This design comes from an exercise in tuning for small area, a short achievable clock period and few clock cycles per item on the open sky130 flow, not from production work. No run shown here included a check of the RTL's function; only the layout flow was run. Power is estimated from default activity; no workload was simulated.

## flow/design.v (module list and top-level ports; edited modules follow where they fit)
// module csa_layer: 1633 lines
// module result_buffer: 91 lines
// module wallace_mult: 33 lines
module wallace_mult (
	input  logic                  clk,
	input  logic                  rst_n,
	input  logic                  in_valid,
	input  wallace_pkg::operand_t a,
	input  wallace_pkg::operand_t b,
	output logic                  in_credit,
	output logic                  out_valid,
	output wallace_pkg::product_t product,
	input  logic                  out_credit
);
  // ...
==> flow/run.sh <==
#!/bin/bash
# synth_recipe.tcl (not shown) runs the flow's synth.tcl, then flattens the netlist and writes it again
# the make line also repeats each setting of config.mk as NAME=value (left out here)
make -C /OpenROAD-flow-scripts/flow DESIGN_CONFIG=/design/flow/config.mk WORK_HOME=/design/flow/orfs CLKGATE_MAP_FILE= SYNTH_SCRIPT=/design/flow/synth_recipe.tcl finish
==> flow/config.mk <==
export PLATFORM = sky130hd
export DESIGN_NAME = wallace_mult
export DESIGN_NICKNAME = wallace_mult
export VERILOG_FILES = /design/flow/design.v
export SDC_FILE = /design/flow/constraint.sdc
export NUM_CORES = 4
export LEC_CHECK = 0
export ABC_AREA = 1
export CAP_MARGIN = 20
export CORE_MARGIN = 2
export CORE_UTILIZATION = 40
export CTS_CLUSTER_DIAMETER = 80
export CTS_CLUSTER_SIZE = 30
export SETUP_SLACK_MARGIN = 1.8
export SLEW_MARGIN = 20
==> flow/constraint.sdc <==
create_clock -name core_clock -period 4.0 [get_ports {clk}]
set_input_delay 0.8000 -clock core_clock [delete_from_list [all_inputs] [get_ports {clk}]]
set_output_delay 0.8000 -clock core_clock [all_outputs]
set_load 0.01 [all_outputs]
==> results.tsv, run 1 <==
metric	value	unit
Final setup viols	0	
xor and xnor fraction of the mapped netlist area	0.0628	
critical path cell sequence	clkinvlp_2 > o22ai_1 > a221oi_2 > xor2_2 > fa_1	
Synthesized Nets	1640	
CP Buf/Inv Count	1	
DRT met1 WL	16300	um
Synth top cells by count	285 x edfxtp_1, 233 x nand2_1, 149 x inv_1	
wire per inst	17.8	um
Syn Std Cell Area	16900	um^2
Synth area leader	edfxtp_1	
worst hold path depth	0	
Synth Instances	1458	
Pleak	8.12	nW
flops & latches, synth	301	
CP max-delay cell	fa_1	
Top FF cell, synth	edfxtp_1	
measured slew at the worst slew-check pin	777	ps
Seq pwr share	0.441	
Synth top area share	0.507	
Largest register FFs	100	
cell internal pwr	8.21	mW
fin crit period	2240	ps
FP Rows	75	
final core occ	0.479	
Starting Density	0.404	
Clk pwr share	0.147	
GP Congestion	0.938	
FILL cells	3624	
Vert. Die Dim	209	um
Top reg by flops	u_csa.st2_q	
# resized after CTS	76	
largest net degree at the start of global routing	101	
max layer used	met5	
Detailed Place HPWL	26500	um
Max Cap Viol	0	
die span in x	209	um
switching share of power	0.360	
status	complete, no violations	
Pre-antenna DRT Iters	6	
number of global-route vias before repair	11000	
most frequent cells in the layout	285 x edfxtp_1, 230 x nand2_1, 119 x inv_1	
Non-clock buffers	202	
hold buffer count at CTS	0	
RSZ-0062 raised after global routing	yes	
==> run 2, diff against run 1 <==
--- a/flow/design.v
+++ b/flow/design.v
@@ -333,8 +333,2 @@
 	logic c83;
-	logic s84;
-	logic c84;
-	logic s85;
-	logic c85;
-	logic s86;
-	logic c86;
 	logic g0;
@@ -589,3 +583,3 @@
 	logic y31;
-	logic [62:0] st1_q;
+	logic [60:0] st1_q;
 	logic a_0_q1;
@@ -651,4 +645,2 @@
 	logic sel2_5_q1;
-	logic s1_q1;
-	logic c1_q1;
 	logic [101:0] st2_q;
@@ -668,2 +660,8 @@
 	logic pp4_16_q2;
+	logic s1_q2;
+	logic c1_q2;
+	logic s2_q2;
+	logic c2_q2;
+	logic s3_q2;
+	logic c3_q2;
 	logic s4_q2;
@@ -718,28 +716,22 @@
 	logic c28_q2;
-	logic s29_q2;
-	logic c29_q2;
-	logic s30_q2;
-	logic c30_q2;
 	logic s31_q2;
 	logic c31_q2;
+	logic s32_q2;
+	logic c32_q2;
+	logic s33_q2;
+	logic c33_q2;
 	logic s34_q2;
 	logic c34_q2;
-	logic s35_q2;
-	logic c35_q2;
-	logic s36_q2;
-	logic c36_q2;
-	logic s37_q2;
-	logic c37_q2;
+	logic s50_q2;
+	logic c50_q2;
+	logic s51_q2;
+	logic c51_q2;
+	logic s52_q2;
+	logic c52_q2;
 	logic s53_q2;
-	logic c53_q2;
-	logic s54_q2;
-	logic c54_q2;
-	logic s55_q2;
-	logic c55_q2;
-	logic s56_q2;
-	logic c60_q2;
-	logic c83_q2;
-	logic s84_q2;
-	logic c84_q2;
-	logic s85_q2;
+	logic c57_q2;
+	logic c80_q2;
+	logic s81_q2;
+	logic c81_q2;
+	logic s82_q2;
 	logic p0_q2;
@@ -758,3 +750,2 @@
 	logic p0_q3;
-	logic p7_q3;
 	logic g8_q3;
@@ -762,3 +753,2 @@
 	logic p9_q3;
-	logic g10_q3;
 	logic p10_q3;
@@ -767,3 +757,2 @@
 	logic p12_q3;
-	logic g13_q3;
 	logic p13_q3;
@@ -771,3 +760,2 @@
 	logic p14_q3;
-	logic g15_q3;
 	logic p15_q3;
@@ -775,3 +763,2 @@
 	logic p16_q3;
-	logic g17_q3;
 	logic p17_q3;
@@ -779,3 +766,2 @@
 	logic p18_q3;
-	logic g19_q3;
 	logic p19_q3;
@@ -783,3 +769,2 @@
 	logic p20_q3;
-	logic g21_q3;
 	logic p21_q3;
@@ -787,3 +772,2 @@
 	logic p22_q3;
-	logic g23_q3;
 	logic p23_q3;
@@ -791,3 +775,2 @@
 	logic p24_q3;
-	logic g25_q3;
 	logic p25_q3;
@@ -802,3 +785,10 @@
 	logic G0_9_q3;
-	logic G0_11_q3;
+	logic P0_9_q3;
+	logic G0_13_q3;
+	logic G0_15_q3;
+	logic G0_17_q3;
+	logic G0_19_q3;
+	logic G0_21_q3;
+	logic G0_23_q3;
+	logic G0_25_q3;
 	logic G0_27_q3;
@@ -806,5 +796,6 @@
 	logic P0_29_q3;
-	logic G1_3_q3;
-	logic G1_7_q3;
-	logic P1_7_q3;
+	logic G1_10_q3;
+	logic P1_10_q3;
+	logic G1_11_q3;
+	logic P1_11_q3;
 	logic G1_30_q3;
@@ -812,3 +803,3 @@
 	logic P1_31_q3;
-	logic G2_6_q3;
+	logic G2_7_q3;
 	logic P2_7_q3;
@@ -820,2 +811,3 @@
 	logic y6_q3;
+	logic y7_q3;
 	assign a3_0 = a3_w[0];
@@ -860,3 +852,3 @@
 	assign pp0_17 = ((sel3_0_q1 & a3_17_q1) | (sel4_0_q1 & a_15_q1)) ^ b_2_q1;
-	assign sn0 = ~b[2];
+	assign sn0 = ~b_2_q1;
 	assign sel1_1 = (~b[5] & ~b[4] & ~b[3] & b[2]) | (~b[5] & ~b[4] & b[3] & ~b[2]) | (b[5] & b[4] & ~b[3] & b[2]) | (b[5] & b[4] & b[3] & ~b[2]);
@@ -972,234 +964,228 @@
 	assign pp5_16 = (sel2_5_q1 & a_15_q1);
-	assign s1 = 1'b1 ^ sn0;
-	assign c1 = 1'b1 & sn0;
-	assign s2 = 1'b1 ^ pp5_4;
-	assign c2 = 1'b1 & pp5_4;
-	assign s3 = 1'b1 ^ pp5_5;
-	assign c3 = 1'b1 & pp5_5;
-	assign s4 = b_11_q1 ^ pp0_9;
-	assign c4 = b_11_q1 & pp0_9;
-	assign s5 = pp0_10 ^ pp1_7;
-	assign c5 = pp0_10 & pp1_7;
-	assign s6 = pp0_11 ^ pp1_8;
-	assign c6 = pp0_11 & pp1_8;
-	assign s7 = b_14_q1 ^ pp0_12 ^ pp1_9;
-	assign c7 = (b_14_q1 & pp0_12) | (b_14_q1 & pp1_9) | (pp0_12 & pp1_9);
-	assign s8 = pp2_6 ^ pp3_3;
-	assign c8 = pp2_6 & pp3_3;
-	assign s9 = pp0_13 ^ pp1_10 ^ pp2_7;
-	assign c9 = (pp0_13 & pp1_10) | (pp0_13 & pp2_7) | (pp1_10 & pp2_7);
-	assign s10 = pp3_4 ^ pp4_1;
-	assign c10 = pp3_4 & pp4_1;
-	assign s11 = pp0_14 ^ pp1_11 ^ pp2_8;
-	assign c11 = (pp0_14 & pp1_11) | (pp0_14 & pp2_8) | (pp1_11 & pp2_8);
-	assign s12 = pp3_5 ^ pp4_2;
-	assign c12 = pp3_5 & pp4_2;
-	assign s13 = pp5_0 ^ pp0_15 ^ pp1_12;
-	assign c13 = (pp5_0 & pp0_15) | (pp5_0 & pp1_12) | (pp0_15 & pp1_12);
-	assign s14 = pp2_9 ^ pp3_6 ^ pp4_3;
-	assign c14 = (pp2_9 & pp3_6) | (pp2_9 & pp4_3) | (pp3_6 & pp4_3);
-	assign s15 = pp5_1 ^ pp0_16 ^ pp1_13;
-	assign c15 = (pp5_1 & pp0_16) | (pp5_1 & pp1_13) | (pp0_16 & pp1_13);
-	assign s16 = pp2_10 ^ pp3_7 ^ pp4_4;
-	assign c16 = (pp2_10 & pp3_7) | (pp2_10 & pp4_4) | (pp3_7 & pp4_4);
-	assign s17 = pp5_2 ^ pp0_17 ^ pp1_14;
-	assign c17 = (pp5_2 & pp0_17) | (pp5_2 & pp1_14) | (pp0_17 & pp1_14);
-	assign s18 = pp2_11 ^ pp3_8 ^ pp4_5;
-	assign c18 = (pp2_11 & pp3_8) | (pp2_11 & pp4_5) | (pp3_8 & pp4_5);
-	assign s19 = s1_q1 ^ pp5_3 ^ pp1_15;
-	assign c19 = (s1_q1 & pp5_3) | (s1_q1 & pp1_15) | (pp5_3 & pp1_15);
-	assign s20 = pp2_12 ^ pp3_9 ^ pp4_6;
-	assign c20 = (pp2_12 & pp3_9) | (pp2_12 & pp4_6) | (pp3_9 & pp4_6);
-	assign s21 = c1_q1 ^ s2 ^ pp1_16;
-	assign c21 = (c1_q1 & s2) | (c1_q1 & pp1_16) | (s2 & pp1_16);
-	assign s22 = pp2_13 ^ pp3_10 ^ pp4_7;
-	assign c22 = (pp2_13 & pp3_10) | (pp2_13 & pp4_7) | (pp3_10 & pp4_7);
-	assign s23 = c2 ^ s3 ^ pp1_17;
-	assign c23 = (c2 & s3) | (c2 & pp1_17) | (s3 & pp1_17);
-	assign s24 = pp2_14 ^ pp3_11 ^ pp4_8;
-	assign c24 = (pp2_14 & pp3_11) | (pp2_14 & pp4_8) | (pp3_11 & pp4_8);
-	assign s25 = sn1 ^ pp5_6 ^ c3;
-	assign c25 = (sn1 & pp5_6) | (sn1 & c3) | (pp5_6 & c3);
-	assign s26 = pp2_15 ^ pp3_12 ^ pp4_9;
-	assign c26 = (pp2_15 & pp3_12) | (pp2_15 & pp4_9) | (pp3_12 & pp4_9);
-	assign s27 = 1'b1 ^ pp5_7 ^ pp2_16;
-	assign c27 = (1'b1 & pp5_7) | (1'b1 & pp2_16) | (pp5_7 & pp2_16);
-	assign s28 = pp3_13 ^ pp4_10;
-	assign c28 = pp3_13 & pp4_10;
-	assign s29 = 1'b1 ^ pp5_8 ^ pp2_17;
-	assign c29 = (1'b1 & pp5_8) | (1'b1 & pp2_17) | (pp5_8 & pp2_17);
-	assign s30 = pp3_14 ^ pp4_11;
-	assign c30 = pp3_14 & pp4_11;
-	assign s31 = sn2 ^ pp5_9 ^ pp3_15;
-	assign c31 = (sn2 & pp5_9) | (sn2 & pp3_15) | (pp5_9 & pp3_15);
-	assign s32 = 1'b1 ^ pp5_10;
-	assign c32 = 1'b1 & pp5_10;
-	assign s33 = 1'b1 ^ pp5_11;
-	assign c33 = 1'b1 & pp5_11;
-	assign s34 = b_8_q1 ^ pp0_6;
-	assign c34 = b_8_q1 & pp0_6;
-	assign s35 = pp0_7 ^ pp1_4;
-	assign c35 = pp0_7 & pp1_4;
-	assign s36 = pp0_8 ^ pp1_5;
-	assign c36 = pp0_8 & pp1_5;
-	assign s37 = pp1_6 ^ pp2_3 ^ pp3_0;
-	assign c37 = (pp1_6 & pp2_3) | (pp1_6 & pp3_0) | (pp2_3 & pp3_0);
-	assign s38 = pp2_4_q2 ^ pp3_1_q2 ^ c4_q2;
-	assign c38 = (pp2_4_q2 & pp3_1_q2) | (pp2_4_q2 & c4_q2) | (pp3_1_q2 & c4_q2);
-	assign s39 = pp2_5_q2 ^ pp3_2_q2 ^ c5_q2;
-	assign c39 = (pp2_5_q2 & pp3_2_q2) | (pp2_5_q2 & c5_q2) | (pp3_2_q2 & c5_q2);
-	assign s40 = pp4_0_q2 ^ c6_q2 ^ s8_q2;
-	assign c40 = (pp4_0_q2 & c6_q2) | (pp4_0_q2 & s8_q2) | (c6_q2 & s8_q2);
-	assign s41 = c8_q2 ^ s10_q2 ^ c7_q2;
-	assign c41 = (c8_q2 & s10_q2) | (c8_q2 & c7_q2) | (s10_q2 & c7_q2);
-	assign s42 = c10_q2 ^ s12_q2 ^ c9_q2;
-	assign c42 = (c10_q2 & s12_q2) | (c10_q2 & c9_q2) | (s12_q2 & c9_q2);
-	assign s43 = c12_q2 ^ c11_q2 ^ s13_q2;
-	assign c43 = (c12_q2 & c11_q2) | (c12_q2 & s13_q2) | (c11_q2 & s13_q2);
-	assign s44 = c13_q2 ^ c14_q2 ^ s15_q2;
-	assign c44 = (c13_q2 & c14_q2) | (c13_q2 & s15_q2) | (c14_q2 & s15_q2);
-	assign s45 = c15_q2 ^ c16_q2 ^ s17_q2;
-	assign c45 = (c15_q2 & c16_q2) | (c15_q2 & s17_q2) | (c16_q2 & s17_q2);
-	assign s46 = c17_q2 ^ c18_q2 ^ s19_q2;
-	assign c46 = (c17_q2 & c18_q2) | (c17_q2 & s19_q2) | (c18_q2 & s19_q2);
-	assign s47 = c19_q2 ^ c20_q2 ^ s21_q2;
-	assign c47 = (c19_q2 & c20_q2) | (c19_q2 & s21_q2) | (c20_q2 & s21_q2);
-	assign s48 = c21_q2 ^ c22_q2 ^ s23_q2;
-	assign c48 = (c21_q2 & c22_q2) | (c21_q2 & s23_q2) | (c22_q2 & s23_q2);
-	assign s49 = s25_q2 ^ c23_q2 ^ c24_q2;
-	assign c49 = (s25_q2 & c23_q2) | (s25_q2 & c24_q2) | (c23_q2 & c24_q2);
-	assign s50 = c25_q2 ^ s28_q2 ^ c26_q2;
-	assign c50 = (c25_q2 & s28_q2) | (c25_q2 & c26_q2) | (s28_q2 & c26_q2);
-	assign s51 = c28_q2 ^ s30_q2 ^ c27_q2;
-	assign c51 = (c28_q2 & s30_q2) | (c28_q2 & c27_q2) | (s30_q2 & c27_q2);
-	assign s52 = pp4_12_q2 ^ c30_q2 ^ c29_q2;
-	assign c52 = (pp4_12_q2 & c30_q2) | (pp4_12_q2 & c29_q2) | (c30_q2 & c29_q2);
-	assign s53 = s32 ^ pp3_16 ^ pp4_13;
-	assign c53 = (s32 & pp3_16) | (s32 & pp4_13) | (pp3_16 & pp4_13);
-	assign s54 = c32 ^ s33 ^ pp3_17;
-	assign c54 = (c32 & s33) | (c32 & pp3_17) | (s33 & pp3_17);
-	assign s55 = sn3 ^ pp5_12 ^ c33;
-	assign c55 = (sn3 & pp5_12) | (sn3 & c33) | (pp5_12 & c33);
-	assign s56 = 1'b1 ^ pp5_13;
-	assign c56 = 1'b1 & pp5_13;
-	assign s57 = 1'b1 ^ pp5_14;
-	assign c57 = 1'b1 & pp5_14;
-	assign s58 = b_5_q1 ^ pp0_3;
-	assign c58 = b_5_q1 & pp0_3;
-	assign s59 = pp0_4 ^ pp1_1;
-	assign c59 = pp0_4 & pp1_1;
-	assign s60 = pp0_5 ^ pp1_2;
-	assign c60 = pp0_5 & pp1_2;
-	assign s61 = pp1_3_q2 ^ pp2_0_q2 ^ s34_q2;
-	assign c61 = (pp1_3_q2 & pp2_0_q2) | (pp1_3_q2 & s34_q2) | (pp2_0_q2 & s34_q2);
-	assign s62 = pp2_1_q2 ^ c34_q2 ^ s35_q2;
-	assign c62 = (pp2_1_q2 & c34_q2) | (pp2_1_q2 & s35_q2) | (c34_q2 & s35_q2);
-	assign s63 = pp2_2_q2 ^ c35_q2 ^ s36_q2;
-	assign c63 = (pp2_2_q2 & c35_q2) | (pp2_2_q2 & s36_q2) | (c35_q2 & s36_q2);
-	assign s64 = c36_q2 ^ s4_q2 ^ s37_q2;
-	assign c64 = (c36_q2 & s4_q2) | (c36_q2 & s37_q2) | (s4_q2 & s37_q2);
-	assign s65 = s5_q2 ^ c37_q2 ^ s38;
-	assign c65 = (s5_q2 & c37_q2) | (s5_q2 & s38) | (c37_q2 & s38);
-	assign s66 = s6_q2 ^ c38 ^ s39;
-	assign c66 = (s6_q2 & c38) | (s6_q2 & s39) | (c38 & s39);
-	assign s67 = s7_q2 ^ c39 ^ s40;
-	assign c67 = (s7_q2 & c39) | (s7_q2 & s40) | (c39 & s40);
-	assign s68 = s9_q2 ^ c40 ^ s41;
-	assign c68 = (s9_q2 & c40) | (s9_q2 & s41) | (c40 & s41);
-	assign s69 = s11_q2 ^ c41 ^ s42;
-	assign c69 = (s11_q2 & c41) | (s11_q2 & s42) | (c41 & s42);
-	assign s70 = s14_q2 ^ c42 ^ s43;
-	assign c70 = (s14_q2 & c42) | (s14_q2 & s43) | (c42 & s43);
-	assign s71 = s16_q2 ^ c43 ^ s44;
-	assign c71 = (s16_q2 & c43) | (s16_q2 & s44) | (c43 & s44);
-	assign s72 = s18_q2 ^ c44 ^ s45;
-	assign c72 = (s18_q2 & c44) | (s18_q2 & s45) | (c44 & s45);
-	assign s73 = s20_q2 ^ c45 ^ s46;
-	assign c73 = (s20_q2 & c45) | (s20_q2 & s46) | (c45 & s46);
-	assign s74 = s22_q2 ^ c46 ^ s47;
-	assign c74 = (s22_q2 & c46) | (s22_q2 & s47) | (c46 & s47);
-	assign s75 = s24_q2 ^ c47 ^ s48;
-	assign c75 = (s24_q2 & c47) | (s24_q2 & s48) | (c47 & s48);
-	assign s76 = s26_q2 ^ c48 ^ s49;
-	assign c76 = (s26_q2 & c48) | (s26_q2 & s49) | (c48 & s49);
-	assign s77 = s27_q2 ^ c49 ^ s50;
-	assign c77 = (s27_q2 & c49) | (s27_q2 & s50) | (c49 & s50);
-	assign s78 = s29_q2 ^ c50 ^ s51;
-	assign c78 = (s29_q2 & c50) | (s29_q2 & s51) | (c50 & s51);
-	assign s79 = s31_q2 ^ c51 ^ s52;
-	assign c79 = (s31_q2 & c51) | (s31_q2 & s52) | (c51 & s52);
-	assign s80 = c31_q2 ^ s53_q2 ^ c52;
-	assign c80 = (c31_q2 & s53_q2) | (c31_q2 & c52) | (s53_q2 & c52);
-	assign s81 = pp4_14_q2 ^ c53_q2 ^ s54_q2;
-	assign c81 = (pp4_14_q2 & c53_q2) | (pp4_14_q2 & s54_q2) | (c53_q2 & s54_q2);
-	assign s82 = pp4_15_q2 ^ s55_q2 ^ c54_q2;
-	assign c82 = (pp4_15_q2 & s55_q2) | (pp4_15_q2 & c54_q2) | (s55_q2 & c54_q2);
-	assign s83 = s56_q2 ^ pp4_16_q2 ^ c55_q2;
-	assign c83 = (s56 & pp4_16) | (s56 & c55) | (pp4_16 & c55);
-	assign s84 = c56 ^ s57 ^ pp4_17;
-	assign c84 = (c56 & s57) | (c56 & pp4_17) | (s57 & pp4_17);
-	assign s85 = sn4 ^ pp5_15 ^ c57;
-	assign c85 = (sn4 & pp5_15) | (sn4 & c57) | (pp5_15 & c57);
-	assign s86 = 1'b1 ^ pp5_16;
-	assign c86 = 1'b1 & pp5_16;
+	assign s1 = b_11_q1 ^ pp0_9;
+	assign c1 = b_11_q1 & pp0_9;
+	assign s2 = pp0_10 ^ pp1_7;
+	assign c2 = pp0_10 & pp1_7;
+	assign s3 = pp0_11 ^ pp1_8;
+	assign c3 = pp0_11 & pp1_8;
+	assign s4 = b_14_q1 ^ pp0_12 ^ pp1_9;
+	assign c4 = (b_14_q1 & pp0_12) | (b_14_q1 & pp1_9) | (pp0_12 & pp1_9);
+	assign s5 = pp2_6 ^ pp3_3;
+	assign c5 = pp2_6 & pp3_3;
+	assign s6 = pp0_13 ^ pp1_10 ^ pp2_7;
+	assign c6 = (pp0_13 & pp1_10) | (pp0_13 & pp2_7) | (pp1_10 & pp2_7);
+	assign s7 = pp3_4 ^ pp4_1;
+	assign c7 = pp3_4 & pp4_1;
+	assign s8 = pp0_14 ^ pp1_11 ^ pp2_8;
+	assign c8 = (pp0_14 & pp1_11) | (pp0_14 & pp2_8) | (pp1_11 & pp2_8);
+	assign s9 = pp3_5 ^ pp4_2;
+	assign c9 = pp3_5 & pp4_2;
+	assign s10 = pp5_0 ^ pp0_15 ^ pp1_12;
+	assign c10 = (pp5_0 & pp0_15) | (pp5_0 & pp1_12) | (pp0_15 & pp1_12);
+	assign s11 = pp2_9 ^ pp3_6 ^ pp4_3;
+	assign c11 = (pp2_9 & pp3_6) | (pp2_9 & pp4_3) | (pp3_6 & pp4_3);
+	assign s12 = pp5_1 ^ pp0_16 ^ pp1_13;
+	assign c12 = (pp5_1 & pp0_16) | (pp5_1 & pp1_13) | (pp0_16 & pp1_13);
+	assign s13 = pp2_10 ^ pp3_7 ^ pp4_4;
+	assign c13 = (pp2_10 & pp3_7) | (pp2_10 & pp4_4) | (pp3_7 & pp4_4);
+	assign s14 = pp5_2 ^ pp0_17 ^ pp1_14;
+	assign c14 = (pp5_2 & pp0_17) | (pp5_2 & pp1_14) | (pp0_17 & pp1_14);
+	assign s15 = pp2_11 ^ pp3_8 ^ pp4_5;
+	assign c15 = (pp2_11 & pp3_8) | (pp2_11 & pp4_5) | (pp3_8 & pp4_5);
+	assign s16 = b_2_q1 ^ pp5_3 ^ pp1_15;
+	assign c16 = (b_2_q1 & pp5_3) | (b_2_q1 & pp1_15) | (pp5_3 & pp1_15);
+	assign s17 = pp2_12 ^ pp3_9 ^ pp4_6;
+	assign c17 = (pp2_12 & pp3_9) | (pp2_12 & pp4_6) | (pp3_9 & pp4_6);
+	assign s18 = b_2_q1 ^ pp5_4 ^ pp1_16;
+	assign c18 = (b_2_q1 & pp5_4) | (b_2_q1 & pp1_16) | (pp5_4 & pp1_16);
+	assign s19 = pp2_13 ^ pp3_10 ^ pp4_7;
+	assign c19 = (pp2_13 & pp3_10) | (pp2_13 & pp4_7) | (pp3_10 & pp4_7);
+	assign s20 = b_2_q1 ^ pp5_5 ^ pp1_17;
+	assign c20 = (b_2_q1 & pp5_5) | (b_2_q1 & pp1_17) | (pp5_5 & pp1_17);
+	assign s21 = pp2_14 ^ pp3_11 ^ pp4_8;
+	assign c21 = (pp2_14 & pp3_11) | (pp2_14 & pp4_8) | (pp3_11 & pp4_8);
+	assign s22 = sn1 ^ sn0 ^ pp5_6;
+	assign c22 = (sn1 & sn0) | (sn1 & pp5_6) | (sn0 & pp5_6);
+	assign s23 = pp2_15 ^ pp3_12 ^ pp4_9;
+	assign c23 = (pp2_15 & pp3_12) | (pp2_15 & pp4_9) | (pp3_12 & pp4_9);
+	assign s24 = 1'b1 ^ pp5_7 ^ pp2_16;
+	assign c24 = (1'b1 & pp5_7) | (1'b1 & pp2_16) | (pp5_7 & pp2_16);
+	assign s25 = pp3_13 ^ pp4_10;
+	assign c25 = pp3_13 & pp4_10;
+	assign s26 = 1'b1 ^ pp5_8 ^ pp2_17;
+	assign c26 = (1'b1 & pp5_8) | (1'b1 & pp2_17) | (pp5_8 & pp2_17);
+	assign s27 = pp3_14 ^ pp4_11;
+	assign c27 = pp3_14 & pp4_11;
+	assign s28 = sn2 ^ pp5_9 ^ pp3_15;
+	assign c28 = (sn2 & pp5_9) | (sn2 & pp3_15) | (pp5_9 & pp3_15);
+	assign s29 = 1'b1 ^ pp5_10;
+	assign c29 = 1'b1 & pp5_10;
+	assign s30 = 1'b1 ^ pp5_11;
+	assign c30 = 1'b1 & pp5_11;
+	assign s31 = b_8_q1 ^ pp0_6;
+	assign c31 = b_8_q1 & pp0_6;
+	assign s32 = pp0_7 ^ pp1_4;
+	assign c32 = pp0_7 & pp1_4;
+	assign s33 = pp0_8 ^ pp1_5;
+	assign c33 = pp0_8 & pp1_5;
+	assign s34 = pp1_6 ^ pp2_3 ^ pp3_0;
+	assign c34 = (pp1_6 & pp2_3) | (pp1_6 & pp3_0) | (pp2_3 & pp3_0);
+	assign s35 = pp2_4_q2 ^ pp3_1_q2 ^ c1_q2;
+	assign c35 = (pp2_4_q2 & pp3_1_q2) | (pp2_4_q2 & c1_q2) | (pp3_1_q2 & c1_q2);
+	assign s36 = pp2_5_q2 ^ pp3_2_q2 ^ c2_q2;
+	assign c36 = (pp2_5_q2 & pp3_2_q2) | (pp2_5_q2 & c2_q2) | (pp3_2_q2 & c2_q2);
+	assign s37 = pp4_0_q2 ^ c3_q2 ^ s5_q2;
+	assign c37 = (pp4_0_q2 & c3_q2) | (pp4_0_q2 & s5_q2) | (c3_q2 & s5_q2);
+	assign s38 = c5_q2 ^ s7_q2 ^ c4_q2;
+	assign c38 = (c5_q2 & s7_q2) | (c5_q2 & c4_q2) | (s7_q2 & c4_q2);
+	assign s39 = c7_q2 ^ s9_q2 ^ c6_q2;
+	assign c39 = (c7_q2 & s9_q2) | (c7_q2 & c6_q2) | (s9_q2 & c6_q2);
+	assign s40 = c9_q2 ^ c8_q2 ^ s10_q2;
+	assign c40 = (c9_q2 & c8_q2) | (c9_q2 & s10_q2) | (c8_q2 & s10_q2);
+	assign s41 = c10_q2 ^ c11_q2 ^ s12_q2;
+	assign c41 = (c10_q2 & c11_q2) | (c10_q2 & s12_q2) | (c11_q2 & s12_q2);
+	assign s42 = c12_q2 ^ c13_q2 ^ s14_q2;
+	assign c42 = (c12_q2 & c13_q2) | (c12_q2 & s14_q2) | (c13_q2 & s14_q2);
+	assign s43 = c14_q2 ^ c15_q2 ^ s16_q2;
+	assign c43 = (c14_q2 & c15_q2) | (c14_q2 & s16_q2) | (c15_q2 & s16_q2);
+	assign s44 = c16_q2 ^ c17_q2 ^ s18_q2;
+	assign c44 = (c16_q2 & c17_q2) | (c16_q2 & s18_q2) | (c17_q2 & s18_q2);
+	assign s45 = c18_q2 ^ c19_q2 ^ s20_q2;
+	assign c45 = (c18_q2 & c19_q2) | (c18_q2 & s20_q2) | (c19_q2 & s20_q2);
+	assign s46 = s22_q2 ^ c20_q2 ^ c21_q2;
+	assign c46 = (s22_q2 & c20_q2) | (s22_q2 & c21_q2) | (c20_q2 & c21_q2);
+	assign s47 = c22_q2 ^ s25_q2 ^ c23_q2;
+	assign c47 = (c22_q2 & s25_q2) | (c22_q2 & c23_q2) | (s25_q2 & c23_q2);
+	assign s48 = c25_q2 ^ s27_q2 ^ c24_q2;
+	assign c48 = (c25_q2 & s27_q2) | (c25_q2 & c24_q2) | (s27_q2 & c24_q2);
+	assign s49 = pp4_12_q2 ^ c27_q2 ^ c26_q2;
+	assign c49 = (pp4_12_q2 & c27_q2) | (pp4_12_q2 & c26_q2) | (c27_q2 & c26_q2);
+	assign s50 = s29 ^ pp3_16 ^ pp4_13;
+	assign c50 = (s29 & pp3_16) | (s29 & pp4_13) | (pp3_16 & pp4_13);
+	assign s51 = c29 ^ s30 ^ pp3_17;
+	assign c51 = (c29 & s30) | (c29 & pp3_17) | (s30 & pp3_17);
+	assign s52 = sn3 ^ pp5_12 ^ c30;
+	assign c52 = (sn3 & pp5_12) | (sn3 & c30) | (pp5_12 & c30);
+	assign s53 = 1'b1 ^ pp5_13;
+	assign c53 = 1'b1 & pp5_13;
+	assign s54 = 1'b1 ^ pp5_14;
+	assign c54 = 1'b1 & pp5_14;
+	assign s55 = b_5_q1 ^ pp0_3;
+	assign c55 = b_5_q1 & pp0_3;
+	assign s56 = pp0_4 ^ pp1_1;
+	assign c56 = pp0_4 & pp1_1;
+	assign s57 = pp0_5 ^ pp1_2;
+	assign c57 = pp0_5 & pp1_2;
+	assign s58 = pp1_3_q2 ^ pp2_0_q2 ^ s31_q2;
+	assign c58 = (pp1_3_q2 & pp2_0_q2) | (pp1_3_q2 & s31_q2) | (pp2_0_q2 & s31_q2);
+	assign s59 = pp2_1_q2 ^ c31_q2 ^ s32_q2;
+	assign c59 = (pp2_1_q2 & c31_q2) | (pp2_1_q2 & s32_q2) | (c31_q2 & s32_q2);
+	assign s60 = pp2_2_q2 ^ c32_q2 ^ s33_q2;
+	assign c60 = (pp2_2_q2 & c32_q2) | (pp2_2_q2 & s33_q2) | (c32_q2 & s33_q2);
+	assign s61 = c33_q2 ^ s1_q2 ^ s34_q2;
+	assign c61 = (c33_q2 & s1_q2) | (c33_q2 & s34_q2) | (s1_q2 & s34_q2);
+	assign s62 = s2_q2 ^ c34_q2 ^ s35;
+	assign c62 = (s2_q2 & c34_q2) | (s2_q2 & s35) | (c34_q2 & s35);
+	assign s63 = s3_q2 ^ c35 ^ s36;
+	assign c63 = (s3_q2 & c35) | (s3_q2 & s36) | (c35 & s36);
+	assign s64 = s4_q2 ^ c36 ^ s37;
+	assign c64 = (s4_q2 & c36) | (s4_q2 & s37) | (c36 & s37);
+	assign s65 = s6_q2 ^ c37 ^ s38;
+	assign c65 = (s6_q2 & c37) | (s6_q2 & s38) | (c37 & s38);
+	assign s66 = s8_q2 ^ c38 ^ s39;
+	assign c66 = (s8_q2 & c38) | (s8_q2 & s39) | (c38 & s39);
+	assign s67 = s11_q2 ^ c39 ^ s40;
+	assign c67 = (s11_q2 & c39) | (s11_q2 & s40) | (c39 & s40);
+	assign s68 = s13_q2 ^ c40 ^ s41;
+	assign c68 = (s13_q2 & c40) | (s13_q2 & s41) | (c40 & s41);
+	assign s69 = s15_q2 ^ c41 ^ s42;
+	assign c69 = (s15_q2 & c41) | (s15_q2 & s42) | (c41 & s42);
+	assign s70 = s17_q2 ^ c42 ^ s43;
+	assign c70 = (s17_q2 & c42) | (s17_q2 & s43) | (c42 & s43);
+	assign s71 = s19_q2 ^ c43 ^ s44;
+	assign c71 = (s19_q2 & c43) | (s19_q2 & s44) | (c43 & s44);
+	assign s72 = s21_q2 ^ c44 ^ s45;
+	assign c72 = (s21_q2 & c44) | (s21_q2 & s45) | (c44 & s45);
+	assign s73 = s23_q2 ^ c45 ^ s46;
+	assign c73 = (s23_q2 & c45) | (s23_q2 & s46) | (c45 & s46);
+	assign s74 = s24_q2 ^ c46 ^ s47;
+	assign c74 = (s24_q2 & c46) | (s24_q2 & s47) | (c46 & s47);
+	assign s75 = s26_q2 ^ c47 ^ s48;
+	assign c75 = (s26_q2 & c47) | (s26_q2 & s48) | (c47 & s48);
+	assign s76 = s28_q2 ^ c48 ^ s49;
+	assign c76 = (s28_q2 & c48) | (s28_q2 & s49) | (c48 & s49);
+	assign s77 = c28_q2 ^ s50_q2 ^ c49;
+	assign c77 = (c28_q2 & s50_q2) | (c28_q2 & c49) | (s50_q2 & c49);
+	assign s78 = pp4_14_q2 ^ c50_q2 ^ s51_q2;
+	assign c78 = (pp4_14_q2 & c50_q2) | (pp4_14_q2 & s51_q2) | (c50_q2 & s51_q2);
+	assign s79 = pp4_15_q2 ^ s52_q2 ^ c51_q2;
+	assign c79 = (pp4_15_q2 & s52_q2) | (pp4_15_q2 & c51_q2) | (s52_q2 & c51_q2);
+	assign s80 = s53_q2 ^ pp4_16_q2 ^ c52_q2;
+	assign c80 = (s53 & pp4_16) | (s53 & c52) | (pp4_16 & c52);
+	assign s81 = c53 ^ s54 ^ pp4_17;
+	assign c81 = (c53 & s54) | (c53 & pp4_17) | (s54 & pp4_17);
+	assign s82 = sn4 ^ pp5_15 ^ c54;
+	assign c82 = (sn4 & pp5_15) | (sn4 & c54) | (pp5_15 & c54);
+	assign s83 = 1'b1 ^ pp5_16;
+	assign c83 = 1'b1 & pp5_16;
 	assign g0 = b_2_q1 & pp0_0;
 	assign p0 = b_2_q1 ^ pp0_0;
-	assign g3 = s58 & pp1_0;
-	assign p3 = s58 ^ pp1_0;
-	assign g4 = c58 & s59;
-	assign p4 = c58 ^ s59;
-	assign g5 = c59 & s60;
-	assign p5 = c59 ^ s60;
-	assign g6 = c60_q2 & s61;
-	assign p6 = c60_q2 ^ s61;
-	assign g7 = c61 & s62;
-	assign p7 = c61 ^ s62;
-	assign g8 = c62 & s63;
-	assign p8 = c62 ^ s63;
-	assign g9 = c63 & s64;
-	assign p9 = c63 ^ s64;
-	assign g10 = c64 & s65;
-	assign p10 = c64 ^ s65;
-	assign g11 = c65 & s66;
-	assign p11 = c65 ^ s66;
-	assign g12 = c66 & s67;
-	assign p12 = c66 ^ s67;
-	assign g13 = c67 & s68;
-	assign p13 = c67 ^ s68;
-	assign g14 = c68 & s69;
-	assign p14 = c68 ^ s69;
-	assign g15 = c69 & s70;
-	assign p15 = c69 ^ s70;
-	assign g16 = c70 & s71;
-	assign p16 = c70 ^ s71;
-	assign g17 = c71 & s72;
-	assign p17 = c71 ^ s72;
-	assign g18 = c72 & s73;
-	assign p18 = c72 ^ s73;
-	assign g19 = c73 & s74;
-	assign p19 = c73 ^ s74;
-	assign g20 = c74 & s75;
-	assign p20 = c74 ^ s75;
-	assign g21 = c75 & s76;
-	assign p21 = c75 ^ s76;
-	assign g22 = c76 & s77;
-	assign p22 = c76 ^ s77;
-	assign g23 = c77 & s78;
-	assign p23 = c77 ^ s78;
-	assign g24 = c78 & s79;
-	assign p24 = c78 ^ s79;
-	assign g25 = c79 & s80;
-	assign p25 = c79 ^ s80;
-	assign g26 = c80 & s81;
-	assign p26 = c80 ^ s81;
-	assign g27 = c81 & s82;
-	assign p27 = c81 ^ s82;
-	assign g28 = c82 & s83;
-	assign p28 = c82 ^ s83;
-	assign g29 = c83_q2 & s84_q2;
-	assign p29 = c83_q2 ^ s84_q2;
-	assign g30 = c84_q2 & s85_q2;
-	assign p30 = c84_q2 ^ s85_q2;
-	assign g31 = c85 & s86;
-	assign p31 = c85 ^ s86;
+	assign g3 = s55 & pp1_0;
+	assign p3 = s55 ^ pp1_0;
+	assign g4 = c55 & s56;
+	assign p4 = c55 ^ s56;
+	assign g5 = c56 & s57;
+	assign p5 = c56 ^ s57;
+	assign g6 = c57_q2 & s58;
+	assign p6 = c57_q2 ^ s58;
+	assign g7 = c58 & s59;
+	assign p7 = c58 ^ s59;
+	assign g8 = c59 & s60;
+	assign p8 = c59 ^ s60;
+	assign g9 = c60 & s61;
+	assign p9 = c60 ^ s61;
+	assign g10 = c61 & s62;
+	assign p10 = c61 ^ s62;
+	assign g11 = c62 & s63;
+	assign p11 = c62 ^ s63;
+	assign g12 = c63 & s64;
+	assign p12 = c63 ^ s64;
+	assign g13 = c64 & s65;
+	assign p13 = c64 ^ s65;
+	assign g14 = c65 & s66;
+	assign p14 = c65 ^ s66;
+	assign g15 = c66 & s67;
+	assign p15 = c66 ^ s67;
+	assign g16 = c67 & s68;
+	assign p16 = c67 ^ s68;
+	assign g17 = c68 & s69;
+	assign p17 = c68 ^ s69;
+	assign g18 = c69 & s70;
+	assign p18 = c69 ^ s70;
+	assign g19 = c70 & s71;
+	assign p19 = c70 ^ s71;
+	assign g20 = c71 & s72;
+	assign p20 = c71 ^ s72;
+	assign g21 = c72 & s73;
+	assign p21 = c72 ^ s73;
+	assign g22 = c73 & s74;
+	assign p22 = c73 ^ s74;
+	assign g23 = c74 & s75;
+	assign p23 = c74 ^ s75;
+	assign g24 = c75 & s76;
+	assign p24 = c75 ^ s76;
+	assign g25 = c76 & s77;
+	assign p25 = c76 ^ s77;
+	assign g26 = c77 & s78;
+	assign p26 = c77 ^ s78;
+	assign g27 = c78 & s79;
+	assign p27 = c78 ^ s79;
+	assign g28 = c79 & s80;
+	assign p28 = c79 ^ s80;
+	assign g29 = c80_q2 & s81_q2;
+	assign p29 = c80_q2 ^ s81_q2;
+	assign g30 = c81_q2 & s82_q2;
+	assign p30 = c81_q2 ^ s82_q2;
+	assign g31 = c82 & s83;
+	assign p31 = c82 ^ s83;
 	assign G0_1 = pp0_1 & g0;
@@ -1212,18 +1198,18 @@
 	assign G0_9 = g9 | (p9 & g8);
-	assign P0_9 = p9_q3 & p8_q3;
+	assign P0_9 = p9 & p8;
 	assign G0_11 = g11 | (p11 & g10);
-	assign P0_11 = p11_q3 & p10_q3;
-	assign G0_13 = g13_q3 | (p13_q3 & g12_q3);
+	assign P0_11 = p11 & p10;
+	assign G0_13 = g13 | (p13 & g12);
 	assign P0_13 = p13_q3 & p12_q3;
-	assign G0_15 = g15_q3 | (p15_q3 & g14_q3);
+	assign G0_15 = g15 | (p15 & g14);
 	assign P0_15 = p15_q3 & p14_q3;
-	assign G0_17 = g17_q3 | (p17_q3 & g16_q3);
+	assign G0_17 = g17 | (p17 & g16);
 	assign P0_17 = p17_q3 & p16_q3;
-	assign G0_19 = g19_q3 | (p19_q3 & g18_q3);
+	assign G0_19 = g19 | (p19 & g18);
 	assign P0_19 = p19_q3 & p18_q3;
-	assign G0_21 = g21_q3 | (p21_q3 & g20_q3);
+	assign G0_21 = g21 | (p21 & g20);
 	assign P0_21 = p21_q3 & p20_q3;
-	assign G0_23 = g23_q3 | (p23_q3 & g22_q3);
+	assign G0_23 = g23 | (p23 & g22);
 	assign P0_23 = p23_q3 & p22_q3;
-	assign G0_25 = g25_q3 | (p25_q3 & g24_q3);
+	assign G0_25 = g25 | (p25 & g24);
 	assign P0_25 = p25_q3 & p24_q3;
@@ -1243,21 +1229,21 @@
 	assign P1_7 = P0_7 & P0_5;
-	assign G1_10 = g10_q3 | (p10_q3 & G0_9_q3);
-	assign P1_10 = p10_q3 & P0_9;
-	assign G1_11 = G0_11_q3 | (P0_11 & G0_9_q3);
+	assign G1_10 = g10 | (p10 & G0_9);
+	assign P1_10 = p10 & P0_9;
+	assign G1_11 = G0_11 | (P0_11 & G0_9);
 	assign P1_11 = P0_11 & P0_9;
-	assign G1_14 = g14_q3 | (p14_q3 & G0_13);
+	assign G1_14 = g14_q3 | (p14_q3 & G0_13_q3);
 	assign P1_14 = p14_q3 & P0_13;
-	assign G1_15 = G0_15 | (P0_15 & G0_13);
+	assign G1_15 = G0_15_q3 | (P0_15 & G0_13_q3);
 	assign P1_15 = P0_15 & P0_13;
-	assign G1_18 = g18_q3 | (p18_q3 & G0_17);
+	assign G1_18 = g18_q3 | (p18_q3 & G0_17_q3);
 	assign P1_18 = p18_q3 & P0_17;
-	assign G1_19 = G0_19 | (P0_19 & G0_17);
+	assign G1_19 = G0_19_q3 | (P0_19 & G0_17_q3);
 	assign P1_19 = P0_19 & P0_17;
-	assign G1_22 = g22_q3 | (p22_q3 & G0_21);
+	assign G1_22 = g22_q3 | (p22_q3 & G0_21_q3);
 	assign P1_22 = p22_q3 & P0_21;
-	assign G1_23 = G0_23 | (P0_23 & G0_21);
+	assign G1_23 = G0_23_q3 | (P0_23 & G0_21_q3);
 	assign P1_23 = P0_23 & P0_21;
-	assign G1_26 = g26_q3 | (p26_q3 & G0_25);
+	assign G1_26 = g26_q3 | (p26_q3 & G0_25_q3);
 	assign P1_26 = p26_q3 & P0_25;
-	assign G1_27 = G0_27_q3 | (P0_27 & G0_25);
+	assign G1_27 = G0_27_q3 | (P0_27 & G0_25_q3);
 	assign P1_27 = P0_27 & P0_25;
@@ -1273,15 +1259,15 @@
 	assign P2_6 = P1_6 & P1_3;
-	assign G2_7 = G1_7_q3 | (P1_7_q3 & G1_3_q3);
+	assign G2_7 = G1_7 | (P1_7 & G1_3);
 	assign P2_7 = P1_7 & P1_3;
-	assign G2_12 = g12_q3 | (p12_q3 & G1_11);
-	assign P2_12 = p12_q3 & P1_11;
-	assign G2_13 = G0_13 | (P0_13 & G1_11);
-	assign P2_13 = P0_13 & P1_11;
-	assign G2_14 = G1_14 | (P1_14 & G1_11);
-	assign P2_14 = P1_14 & P1_11;
-	assign G2_15 = G1_15 | (P1_15 & G1_11);
-	assign P2_15 = P1_15 & P1_11;
+	assign G2_12 = g12_q3 | (p12_q3 & G1_11_q3);
+	assign P2_12 = p12_q3 & P1_11_q3;
+	assign G2_13 = G0_13_q3 | (P0_13 & G1_11_q3);
+	assign P2_13 = P0_13 & P1_11_q3;
+	assign G2_14 = G1_14 | (P1_14 & G1_11_q3);
+	assign P2_14 = P1_14 & P1_11_q3;
+	assign G2_15 = G1_15 | (P1_15 & G1_11_q3);
+	assign P2_15 = P1_15 & P1_11_q3;
 	assign G2_20 = g20_q3 | (p20_q3 & G1_19);
 	assign P2_20 = p20_q3 & P1_19;
-	assign G2_21 = G0_21 | (P0_21 & G1_19);
+	assign G2_21 = G0_21_q3 | (P0_21 & G1_19);
 	assign P2_21 = P0_21 & P1_19;
@@ -1299,17 +1285,17 @@
 	assign P2_31 = P1_31_q3 & P1_27;
-	assign G3_8 = g8_q3 | (p8_q3 & G2_7);
-	assign P3_8 = p8_q3 & P2_7_q3;
-	assign G3_9 = G0_9_q3 | (P0_9 & G2_7);
-	assign P3_9 = P0_9 & P2_7_q3;
-	assign G3_10 = G1_10 | (P1_10 & G2_7);
-	assign P3_10 = P1_10 & P2_7_q3;
-	assign G3_11 = G1_11 | (P1_11 & G2_7);
-	assign P3_11 = P1_11 & P2_7_q3;
-	assign G3_12 = G2_12 | (P2_12 & G2_7);
+	assign G3_8 = g8_q3 | (p8_q3 & G2_7_q3);
+	assign P3_8 = p8 & P2_7;
+	assign G3_9 = G0_9_q3 | (P0_9_q3 & G2_7_q3);
+	assign P3_9 = P0_9 & P2_7;
+	assign G3_10 = G1_10_q3 | (P1_10_q3 & G2_7_q3);
+	assign P3_10 = P1_10 & P2_7;
+	assign G3_11 = G1_11_q3 | (P1_11_q3 & G2_7_q3);
+	assign P3_11 = P1_11 & P2_7;
+	assign G3_12 = G2_12 | (P2_12 & G2_7_q3);
 	assign P3_12 = P2_12 & P2_7_q3;
-	assign G3_13 = G2_13 | (P2_13 & G2_7);
+	assign G3_13 = G2_13 | (P2_13 & G2_7_q3);
 	assign P3_13 = P2_13 & P2_7_q3;
-	assign G3_14 = G2_14 | (P2_14 & G2_7);
+	assign G3_14 = G2_14 | (P2_14 & G2_7_q3);
 	assign P3_14 = P2_14 & P2_7_q3;
-	assign G3_15 = G2_15 | (P2_15 & G2_7);
+	assign G3_15 = G2_15 | (P2_15 & G2_7_q3);
 	assign P3_15 = P2_15 & P2_7_q3;
@@ -1317,3 +1303,3 @@
 	assign P3_24 = p24_q3 & P2_23;
-	assign G3_25 = G0_25 | (P0_25 & G2_23);
+	assign G3_25 = G0_25_q3 | (P0_25 & G2_23);
 	assign P3_25 = P0_25 & P2_23;
@@ -1333,3 +1319,3 @@
 	assign P4_16 = p16_q3 & P3_15;
-	assign G4_17 = G0_17 | (P0_17 & G3_15);
+	assign G4_17 = G0_17_q3 | (P0_17 & G3_15);
 	assign P4_17 = P0_17 & P3_15;
@@ -1369,4 +1355,4 @@
 	assign y6 = p6 ^ G2_5;
-	assign y7 = p7_q3 ^ G2_6_q3;
-	assign y8 = p8_q3 ^ G2_7;
+	assign y7 = p7 ^ G2_6;
+	assign y8 = p8_q3 ^ G2_7_q3;
 	assign y9 = p9_q3 ^ G3_8;
@@ -1396,3 +1382,3 @@
 		if (en[0]) begin
-			st1_q <= {c1, s1, sel2_5, sel1_5, sel4_4, sel3_4, sel2_4, sel1_4, sel4_3, sel3_3, sel2_3, sel1_3, sel4_2, sel3_2, sel2_2, sel1_2, sel4_1, sel3_1, sel2_1, sel1_1, sel4_0, sel3_0, sel2_0, sel1_0, a3_17, a3_16, a3_15, a3_14, a3_13, a3_12, a3_11, a3_10, a3_9, a3_8, a3_7, a3_6, a3_5, a3_4, a3_3, a3_2, a3_1, a3_0, b[14], b[11], b[8], b[5], a[15], a[14], a[13], a[12], a[11], a[10], a[9], a[8], a[7], a[6], a[5], a[4], a[3], a[2], a[1], b[2], a[0]};
+			st1_q <= {sel2_5, sel1_5, sel4_4, sel3_4, sel2_4, sel1_4, sel4_3, sel3_3, sel2_3, sel1_3, sel4_2, sel3_2, sel2_2, sel1_2, sel4_1, sel3_1, sel2_1, sel1_1, sel4_0, sel3_0, sel2_0, sel1_0, a3_17, a3_16, a3_15, a3_14, a3_13, a3_12, a3_11, a3_10, a3_9, a3_8, a3_7, a3_6, a3_5, a3_4, a3_3, a3_2, a3_1, a3_0, b[14], b[11], b[8], b[5], a[15], a[14], a[13], a[12], a[11], a[10], a[9], a[8], a[7], a[6], a[5], a[4], a[3], a[2], a[1], b[2], a[0]};
 		end
@@ -1460,7 +1446,5 @@
 	assign sel2_5_q1 = st1_q[60];
-	assign s1_q1 = st1_q[61];
-	assign c1_q1 = st1_q[62];
 	always_ff @(posedge clk) begin
 		if (en[1]) begin
-			st2_q <= {y1, P0_1, G0_1, p31, g31, p5, g5, p4, g4, p3, g3, p0, s85, c84, s84, c83, c60, s56, c55, s55, c54, s54, c53, s53, c37, s37, c36, s36, c35, s35, c34, s34, c31, s31, c30, s30, c29, s29, c28, s28, c27, s27, c26, s26, c25, s25, c24, s24, c23, s23, c22, s22, c21, s21, c20, s20, c19, s19, c18, s18, c17, s17, c16, s16, c15, s15, c14, s14, c13, s13, c12, s12, c11, s11, c10, s10, c9, s9, c8, s8, c7, s7, c6, s6, c5, s5, c4, s4, pp4_16, pp4_15, pp4_14, pp4_12, pp4_0, pp3_2, pp3_1, pp2_5, pp2_4, pp2_2, pp2_1, pp2_0, pp1_3, pp0_2};
+			st2_q <= {y1, P0_1, G0_1, p31, g31, p5, g5, p4, g4, p3, g3, p0, s82, c81, s81, c80, c57, s53, c52, s52, c51, s51, c50, s50, c34, s34, c33, s33, c32, s32, c31, s31, c28, s28, c27, s27, c26, s26, c25, s25, c24, s24, c23, s23, c22, s22, c21, s21, c20, s20, c19, s19, c18, s18, c17, s17, c16, s16, c15, s15, c14, s14, c13, s13, c12, s12, c11, s11, c10, s10, c9, s9, c8, s8, c7, s7, c6, s6, c5, s5, c4, s4, c3, s3, c2, s2, c1, s1, pp4_16, pp4_15, pp4_14, pp4_12, pp4_0, pp3_2, pp3_1, pp2_5, pp2_4, pp2_2, pp2_1, pp2_0, pp1_3, pp0_2};
 		end
@@ -1481,78 +1465,78 @@
 	assign pp4_16_q2 = st2_q[13];
-	assign s4_q2 = st2_q[14];
-	assign c4_q2 = st2_q[15];
-	assign s5_q2 = st2_q[16];
-	assign c5_q2 = st2_q[17];
-	assign s6_q2 = st2_q[18];
-	assign c6_q2 = st2_q[19];
-	assign s7_q2 = st2_q[20];
-	assign c7_q2 = st2_q[21];
-	assign s8_q2 = st2_q[22];
-	assign c8_q2 = st2_q[23];
-	assign s9_q2 = st2_q[24];
-	assign c9_q2 = st2_q[25];
-	assign s10_q2 = st2_q[26];
-	assign c10_q2 = st2_q[27];
-	assign s11_q2 = st2_q[28];
-	assign c11_q2 = st2_q[29];
-	assign s12_q2 = st2_q[30];
-	assign c12_q2 = st2_q[31];
-	assign s13_q2 = st2_q[32];
-	assign c13_q2 = st2_q[33];
-	assign s14_q2 = st2_q[34];
-	assign c14_q2 = st2_q[35];
-	assign s15_q2 = st2_q[36];
-	assign c15_q2 = st2_q[37];
-	assign s16_q2 = st2_q[38];
-	assign c16_q2 = st2_q[39];
-	assign s17_q2 = st2_q[40];
-	assign c17_q2 = st2_q[41];
-	assign s18_q2 = st2_q[42];
-	assign c18_q2 = st2_q[43];
-	assign s19_q2 = st2_q[44];
-	assign c19_q2 = st2_q[45];
-	assign s20_q2 = st2_q[46];
-	assign c20_q2 = st2_q[47];
-	assign s21_q2 = st2_q[48];
-	assign c21_q2 = st2_q[49];
-	assign s22_q2 = st2_q[50];
-	assign c22_q2 = st2_q[51];
-	assign s23_q2 = st2_q[52];
-	assign c23_q2 = st2_q[53];
-	assign s24_q2 = st2_q[54];
-	assign c24_q2 = st2_q[55];
-	assign s25_q2 = st2_q[56];
-	assign c25_q2 = st2_q[57];
-	assign s26_q2 = st2_q[58];
-	assign c26_q2 = st2_q[59];
-	assign s27_q2 = st2_q[60];
-	assign c27_q2 = st2_q[61];
-	assign s28_q2 = st2_q[62];
-	assign c28_q2 = st2_q[63];
-	assign s29_q2 = st2_q[64];
-	assign c29_q2 = st2_q[65];
-	assign s30_q2 = st2_q[66];
-	assign c30_q2 = st2_q[67];
-	assign s31_q2 = st2_q[68];
-	assign c31_q2 = st2_q[69];
-	assign s34_q2 = st2_q[70];
-	assign c34_q2 = st2_q[71];
-	assign s35_q2 = st2_q[72];
-	assign c35_q2 = st2_q[73];
-	assign s36_q2 = st2_q[74];
-	assign c36_q2 = st2_q[75];
-	assign s37_q2 = st2_q[76];
-	assign c37_q2 = st2_q[77];
-	assign s53_q2 = st2_q[78];
-	assign c53_q2 = st2_q[79];
-	assign s54_q2 = st2_q[80];
-	assign c54_q2 = st2_q[81];
-	assign s55_q2 = st2_q[82];
-	assign c55_q2 = st2_q[83];
-	assign s56_q2 = st2_q[84];
-	assign c60_q2 = st2_q[85];
-	assign c83_q2 = st2_q[86];
-	assign s84_q2 = st2_q[87];
-	assign c84_q2 = st2_q[88];
-	assign s85_q2 = st2_q[89];
+	assign s1_q2 = st2_q[14];
+	assign c1_q2 = st2_q[15];
+	assign s2_q2 = st2_q[16];
+	assign c2_q2 = st2_q[17];
+	assign s3_q2 = st2_q[18];
+	assign c3_q2 = st2_q[19];
+	assign s4_q2 = st2_q[20];
+	assign c4_q2 = st2_q[21];
+	assign s5_q2 = st2_q[22];
+	assign c5_q2 = st2_q[23];
+	assign s6_q2 = st2_q[24];
+	assign c6_q2 = st2_q[25];
+	assign s7_q2 = st2_q[26];
+	assign c7_q2 = st2_q[27];
+	assign s8_q2 = st2_q[28];
+	assign c8_q2 = st2_q[29];
+	assign s9_q2 = st2_q[30];
+	assign c9_q2 = st2_q[31];
+	assign s10_q2 = st2_q[32];
+	assign c10_q2 = st2_q[33];
+	assign s11_q2 = st2_q[34];
+	assign c11_q2 = st2_q[35];
+	assign s12_q2 = st2_q[36];
+	assign c12_q2 = st2_q[37];
+	assign s13_q2 = st2_q[38];
+	assign c13_q2 = st2_q[39];
+	assign s14_q2 = st2_q[40];
+	assign c14_q2 = st2_q[41];
+	assign s15_q2 = st2_q[42];
+	assign c15_q2 = st2_q[43];
+	assign s16_q2 = st2_q[44];
+	assign c16_q2 = st2_q[45];
+	assign s17_q2 = st2_q[46];
+	assign c17_q2 = st2_q[47];
+	assign s18_q2 = st2_q[48];
+	assign c18_q2 = st2_q[49];
+	assign s19_q2 = st2_q[50];
+	assign c19_q2 = st2_q[51];
+	assign s20_q2 = st2_q[52];
+	assign c20_q2 = st2_q[53];
+	assign s21_q2 = st2_q[54];
+	assign c21_q2 = st2_q[55];
+	assign s22_q2 = st2_q[56];
+	assign c22_q2 = st2_q[57];
+	assign s23_q2 = st2_q[58];
+	assign c23_q2 = st2_q[59];
+	assign s24_q2 = st2_q[60];
+	assign c24_q2 = st2_q[61];
+	assign s25_q2 = st2_q[62];
+	assign c25_q2 = st2_q[63];
+	assign s26_q2 = st2_q[64];
+	assign c26_q2 = st2_q[65];
+	assign s27_q2 = st2_q[66];
+	assign c27_q2 = st2_q[67];
+	assign s28_q2 = st2_q[68];
+	assign c28_q2 = st2_q[69];
+	assign s31_q2 = st2_q[70];
+	assign c31_q2 = st2_q[71];
+	assign s32_q2 = st2_q[72];
+	assign c32_q2 = st2_q[73];
+	assign s33_q2 = st2_q[74];
+	assign c33_q2 = st2_q[75];
+	assign s34_q2 = st2_q[76];
+	assign c34_q2 = st2_q[77];
+	assign s50_q2 = st2_q[78];
+	assign c50_q2 = st2_q[79];
+	assign s51_q2 = st2_q[80];
+	assign c51_q2 = st2_q[81];
+	assign s52_q2 = st2_q[82];
+	assign c52_q2 = st2_q[83];
+	assign s53_q2 = st2_q[84];
+	assign c57_q2 = st2_q[85];
+	assign c80_q2 = st2_q[86];
+	assign s81_q2 = st2_q[87];
+	assign c81_q2 = st2_q[88];
+	assign s82_q2 = st2_q[89];
 	assign p0_q2 = st2_q[90];
@@ -1571,3 +1555,3 @@
 		if (en[2]) begin
-			st3_q <= {y6, y5, y4, y3, y2, y1_q2, P2_7, G2_6, P1_31, G1_31, G1_30, P1_7, G1_7, G1_3, P0_29, G0_29, G0_27, G0_11, G0_9, p31_q2, p30, p29, p28, g28, p27, p26, g26, p25, g25, p24, g24, p23, g23, p22, g22, p21, g21, p20, g20, p19, g19, p18, g18, p17, g17, p16, g16, p15, g15, p14, g14, p13, g13, p12, g12, p11, p10, g10, p9, p8, g8, p7, p0_q2};
+			st3_q <= {y7, y6, y5, y4, y3, y2, y1_q2, P2_7, G2_7, P1_31, G1_31, G1_30, P1_11, G1_11, P1_10, G1_10, P0_29, G0_29, G0_27, G0_25, G0_23, G0_21, G0_19, G0_17, G0_15, G0_13, P0_9, G0_9, p31_q2, p30, p29, p28, g28, p27, p26, g26, p25, p24, g24, p23, p22, g22, p21, p20, g20, p19, p18, g18, p17, p16, g16, p15, p14, g14, p13, p12, g12, p11, p10, p9, p8, g8, p0_q2};
 		end
@@ -1575,65 +1559,65 @@
 	assign p0_q3 = st3_q[0];
-	assign p7_q3 = st3_q[1];
-	assign g8_q3 = st3_q[2];
-	assign p8_q3 = st3_q[3];
-	assign p9_q3 = st3_q[4];
-	assign g10_q3 = st3_q[5];
-	assign p10_q3 = st3_q[6];
-	assign p11_q3 = st3_q[7];
-	assign g12_q3 = st3_q[8];
-	assign p12_q3 = st3_q[9];
-	assign g13_q3 = st3_q[10];
-	assign p13_q3 = st3_q[11];
-	assign g14_q3 = st3_q[12];
-	assign p14_q3 = st3_q[13];
-	assign g15_q3 = st3_q[14];
-	assign p15_q3 = st3_q[15];
-	assign g16_q3 = st3_q[16];
-	assign p16_q3 = st3_q[17];
-	assign g17_q3 = st3_q[18];
-	assign p17_q3 = st3_q[19];
-	assign g18_q3 = st3_q[20];
-	assign p18_q3 = st3_q[21];
-	assign g19_q3 = st3_q[22];
-	assign p19_q3 = st3_q[23];
-	assign g20_q3 = st3_q[24];
-	assign p20_q3 = st3_q[25];
-	assign g21_q3 = st3_q[26];
-	assign p21_q3 = st3_q[27];
-	assign g22_q3 = st3_q[28];
-	assign p22_q3 = st3_q[29];
-	assign g23_q3 = st3_q[30];
-	assign p23_q3 = st3_q[31];
-	assign g24_q3 = st3_q[32];
-	assign p24_q3 = st3_q[33];
-	assign g25_q3 = st3_q[34];
-	assign p25_q3 = st3_q[35];
-	assign g26_q3 = st3_q[36];
-	assign p26_q3 = st3_q[37];
-	assign p27_q3 = st3_q[38];
-	assign g28_q3 = st3_q[39];
-	assign p28_q3 = st3_q[40];
-	assign p29_q3 = st3_q[41];
-	assign p30_q3 = st3_q[42];
-	assign p31_q3 = st3_q[43];
-	assign G0_9_q3 = st3_q[44];
-	assign G0_11_q3 = st3_q[45];
-	assign G0_27_q3 = st3_q[46];
-	assign G0_29_q3 = st3_q[47];
-	assign P0_29_q3 = st3_q[48];
-	assign G1_3_q3 = st3_q[49];
-	assign G1_7_q3 = st3_q[50];
-	assign P1_7_q3 = st3_q[51];
-	assign G1_30_q3 = st3_q[52];
-	assign G1_31_q3 = st3_q[53];
-	assign P1_31_q3 = st3_q[54];
-	assign G2_6_q3 = st3_q[55];
-	assign P2_7_q3 = st3_q[56];
-	assign y1_q3 = st3_q[57];
-	assign y2_q3 = st3_q[58];
-	assign y3_q3 = st3_q[59];
-	assign y4_q3 = st3_q[60];
-	assign y5_q3 = st3_q[61];
-	assign y6_q3 = st3_q[62];
-	assign product = {y31, y30, y29, y28, y27, y26, y25, y24, y23, y22, y21, y20, y19, y18, y17, y16, y15, y14, y13, y12, y11, y10, y9, y8, y7, y6_q3, y5_q3, y4_q3, y3_q3, y2_q3, y1_q3, p0_q3};
+	assign g8_q3 = st3_q[1];
+	assign p8_q3 = st3_q[2];
+	assign p9_q3 = st3_q[3];
+	assign p10_q3 = st3_q[4];
+	assign p11_q3 = st3_q[5];
+	assign g12_q3 = st3_q[6];
+	assign p12_q3 = st3_q[7];
+	assign p13_q3 = st3_q[8];
+	assign g14_q3 = st3_q[9];
+	assign p14_q3 = st3_q[10];
+	assign p15_q3 = st3_q[11];
+	assign g16_q3 = st3_q[12];
+	assign p16_q3 = st3_q[13];
+	assign p17_q3 = st3_q[14];
+	assign g18_q3 = st3_q[15];
+	assign p18_q3 = st3_q[16];
+	assign p19_q3 = st3_q[17];
+	assign g20_q3 = st3_q[18];
+	assign p20_q3 = st3_q[19];
+	assign p21_q3 = st3_q[20];
+	assign g22_q3 = st3_q[21];
+	assign p22_q3 = st3_q[22];
+	assign p23_q3 = st3_q[23];
+	assign g24_q3 = st3_q[24];
+	assign p24_q3 = st3_q[25];
+	assign p25_q3 = st3_q[26];
+	assign g26_q3 = st3_q[27];
+	assign p26_q3 = st3_q[28];
+	assign p27_q3 = st3_q[29];
+	assign g28_q3 = st3_q[30];
+	assign p28_q3 = st3_q[31];
+	assign p29_q3 = st3_q[32];
+	assign p30_q3 = st3_q[33];
+	assign p31_q3 = st3_q[34];
+	assign G0_9_q3 = st3_q[35];
+	assign P0_9_q3 = st3_q[36];
+	assign G0_13_q3 = st3_q[37];
+	assign G0_15_q3 = st3_q[38];
+	assign G0_17_q3 = st3_q[39];
+	assign G0_19_q3 = st3_q[40];
+	assign G0_21_q3 = st3_q[41];
+	assign G0_23_q3 = st3_q[42];
+	assign G0_25_q3 = st3_q[43];
+	assign G0_27_q3 = st3_q[44];
+	assign G0_29_q3 = st3_q[45];
+	assign P0_29_q3 = st3_q[46];
+	assign G1_10_q3 = st3_q[47];
+	assign P1_10_q3 = st3_q[48];
+	assign G1_11_q3 = st3_q[49];
+	assign P1_11_q3 = st3_q[50];
+	assign G1_30_q3 = st3_q[51];
+	assign G1_31_q3 = st3_q[52];
+	assign P1_31_q3 = st3_q[53];
+	assign G2_7_q3 = st3_q[54];
+	assign P2_7_q3 = st3_q[55];
+	assign y1_q3 = st3_q[56];
+	assign y2_q3 = st3_q[57];
+	assign y3_q3 = st3_q[58];
+	assign y4_q3 = st3_q[59];
+	assign y5_q3 = st3_q[60];
+	assign y6_q3 = st3_q[61];
+	assign y7_q3 = st3_q[62];
+	assign product = {y31, y30, y29, y28, y27, y26, y25, y24, y23, y22, y21, y20, y19, y18, y17, y16, y15, y14, y13, y12, y11, y10, y9, y8, y7_q3, y6_q3, y5_q3, y4_q3, y3_q3, y2_q3, y1_q3, p0_q3};
 endmodule
==> run 2 against run 1 <==
First-iteration DRC count fell by 20%. Register-to-register slack about the same. Sequential share of layout area up 0.69 points. Clock skew up 6.3 ps. Highest routed layer is now met4.
==> results.tsv, run 2 <==
metric	value	unit	change
status	complete, no violations		unchanged
drt drc	0		unchanged
Starting Density	0.404		about the same
most frequent cells in the layout	284 x edfxtp_1, 228 x inv_1, 216 x nand2_1		was 285 x edfxtp_1, 230 x nand2_1, 119 x inv_1
Worst-path clk slew	110	ps	about the same
startpoint types	register		unchanged
Synth area leader	edfxtp_1		unchanged
GP Congestion	0.913		was 0.938
FP Rows	76		was 75
CP dominant cell by count	inv_2		
die span in x	212	um	was 209 um
flops & latches, synth	300		was 301
largest net degree at the start of global routing	77		was 101
initial antenna violation count	1		unchanged
final instance area	19600	um^2	was 20,000 um^2
Top FF cell, synth	edfxtp_1		unchanged
worst min-delay path class	reg2reg		unchanged
final-report max-slew violation count	0		unchanged
Max Cap Viol	0		unchanged
Top reg by flops	u_csa.st2_q		unchanged
Port Buffers	69		unchanged
Synth top cells by count	284 x edfxtp_1, 260 x inv_1, 220 x nand2_1		was 285 x edfxtp_1, 233 x nand2_1, 149 x inv_1
fin crit period	2230	ps	was 2240 ps
Pre-antenna DRT Iters	7		was 6
Synth top area share	0.492		was 0.507
top cells by area, synth	edfxtp_1 49%, fa_1 7.5%, ha_1 5.9%		was edfxtp_1 51%, fa_1 7.7%, ha_1 6.0%
Setup CP Type	reg2reg		unchanged
Vert. Die Dim	212	um	was 209 um
commonest non-fill, non-tap cell in the layout	edfxtp_1		unchanged
Pleak	8.33	nW	was 8.12 nW
Synth-to-Final Area Change	13.4	%	was 18.6%
vias per inst	4.93		was 5.34
Synth Instances	1632		was 1,458
DP Area	18300	um^2	was 17,800 um^2
layout cells sized above 1	0.104		was 0.180
Synthesized Nets	1814		was 1,640
Final setup viols	0		unchanged
critical path cell sequence	inv_2 > fa_1 > inv_2 > fa_1 > ha_4 > inv_2 > o21bai_1 > a21o_1		was clkinvlp_2 > o22ai_1 > a221oi_2 > xor2_2 > fa_1
measured slew at the worst slew-check pin	826	ps	was 777 ps
wire per inst	16.9	um	was 17.8 um
FILL cells	3993		was 3,624
multi-input logic area	7070	um^2	was 7210 um^2
layout net count	1870		was 1,776
CP max-delay cell	fa_1		unchanged
Largest register FFs	100		unchanged
number of global-route vias before repair	11300		was 11,000
Detailed Place HPWL	27400	um	was 26,500 um
RSZ-0062 raised after global routing	yes		unchanged
Syn Std Cell Area	17300	um^2	was 16,900 um^2
[run 2: worst max-delay path: cells and delay by family (launching register included)]
| kind | cells | cell delay [ps] |
|---|---|---|
| compound gates | 2 | 240 |
| flops | 1 | 360 |
| fa+ha+maj | 3 | 1270 |
| buf+inv | 3 | 130 |
[run 2: worst paths after layout]
check | start | end | slack (ps) | cells after the start
worst max register to register | u_csa.st2_q[15] | u_csa.st3_q[49] | 1770 | 8
max in group asynchronous | rst_n | u_result_buffer.out_valid | 2770 | 1
worst max-delay path | u_csa.st2_q[15] | u_csa.st3_q[49] | 1770 | 8
min in group asynchronous | rst_n | u_result_buffer.up_cnt[1] | 700 | 1
worst min register to register | u_csa.st2_q[90] | u_csa.st3_q[0] | 440 | 0
worst min-delay path | u_csa.st2_q[90] | u_csa.st3_q[0] | 440 | 0
[run 2: routing by layer]
metal / vias to the layer above / global-route usage / wire, um
li1: 5576 / - / -
met5: - / 0 / 0
met4: 0 / 0.0627 / 1250
met2: 286 / 0.278 / 17600
met1: 5339 / 0.241 / 17900
met3: 68 / 0.0201 / 1830
[run 2: cells by family (layout without fill, tap and decap cells)]
kind of cell	after synthesis	count (layout)	synth area share
and+or+nand+nor	454	454	0.111
buffers and inverters	363	428	0.0891
DFF	300	300	0.516
AOI/OAI and AO/OA	246	248	0.0881
adders and majority gates	147	147	0.134
xor gates and xnor gates	122	122	0.0617
[run 2: metrics by stage]
| step | hold slack, ps | util | instances | worst slack, ps | power, mW |
|---|---|---|---|---|---|
| after floorplan | 400 | - | 1632 | 1190 | 9.27 |
| after global placement | 409 | 0.427 | 2207 | 1140 | 10.6 |
| after detailed placement | 415 | 0.427 | 2207 | 1110 | 10.7 |
| after CTS | 445 | 0.448 | 2263 | 1740 | 13.0 |
| after global routing | 465 | 0.458 | 2284 | 1700 | 14.3 |
| final | 441 | 0.458 | 2284 | 1770 | 13.2 |
[run 2: power by group]
group	total, mW	leakage (nW)	switching [mW]	internal [mW]
clock network	2.06	0.290	1.13	0.926
registers	5.58	2.98	0.439	5.14
logic	5.55	5.07	3.24	2.31
[run 2: timing repair]
action / in CTS / in global routing
pin swaps: 9 / 11
endpoints found under the setup margin: 232 / 204
setup buffers: 22 / 19
gates resized for setup: 63 / 55
gates cloned: 4 / 2
hold buffers: 0 / 0
[run 2: layout make-up]
type	count	share of cell area
timing repair buffer	116	0.0572
sequential	300	0.455
timing repair inverter	3	0.000892
clock inverter	12	0.00886
clock buffer	18	0.0219
tap	585	0.0373
inverter	279	0.0591
multi-input combinational	971	0.360

Setup slack of run 2, layout unchanged: 1.765 ns with ideal ports, 1.765 ns with driving cells assumed (clock clkbuf_16, inputs buf_2), 1.292 ns with port delays also shifted by the 0.571 ns mid clock arrival.
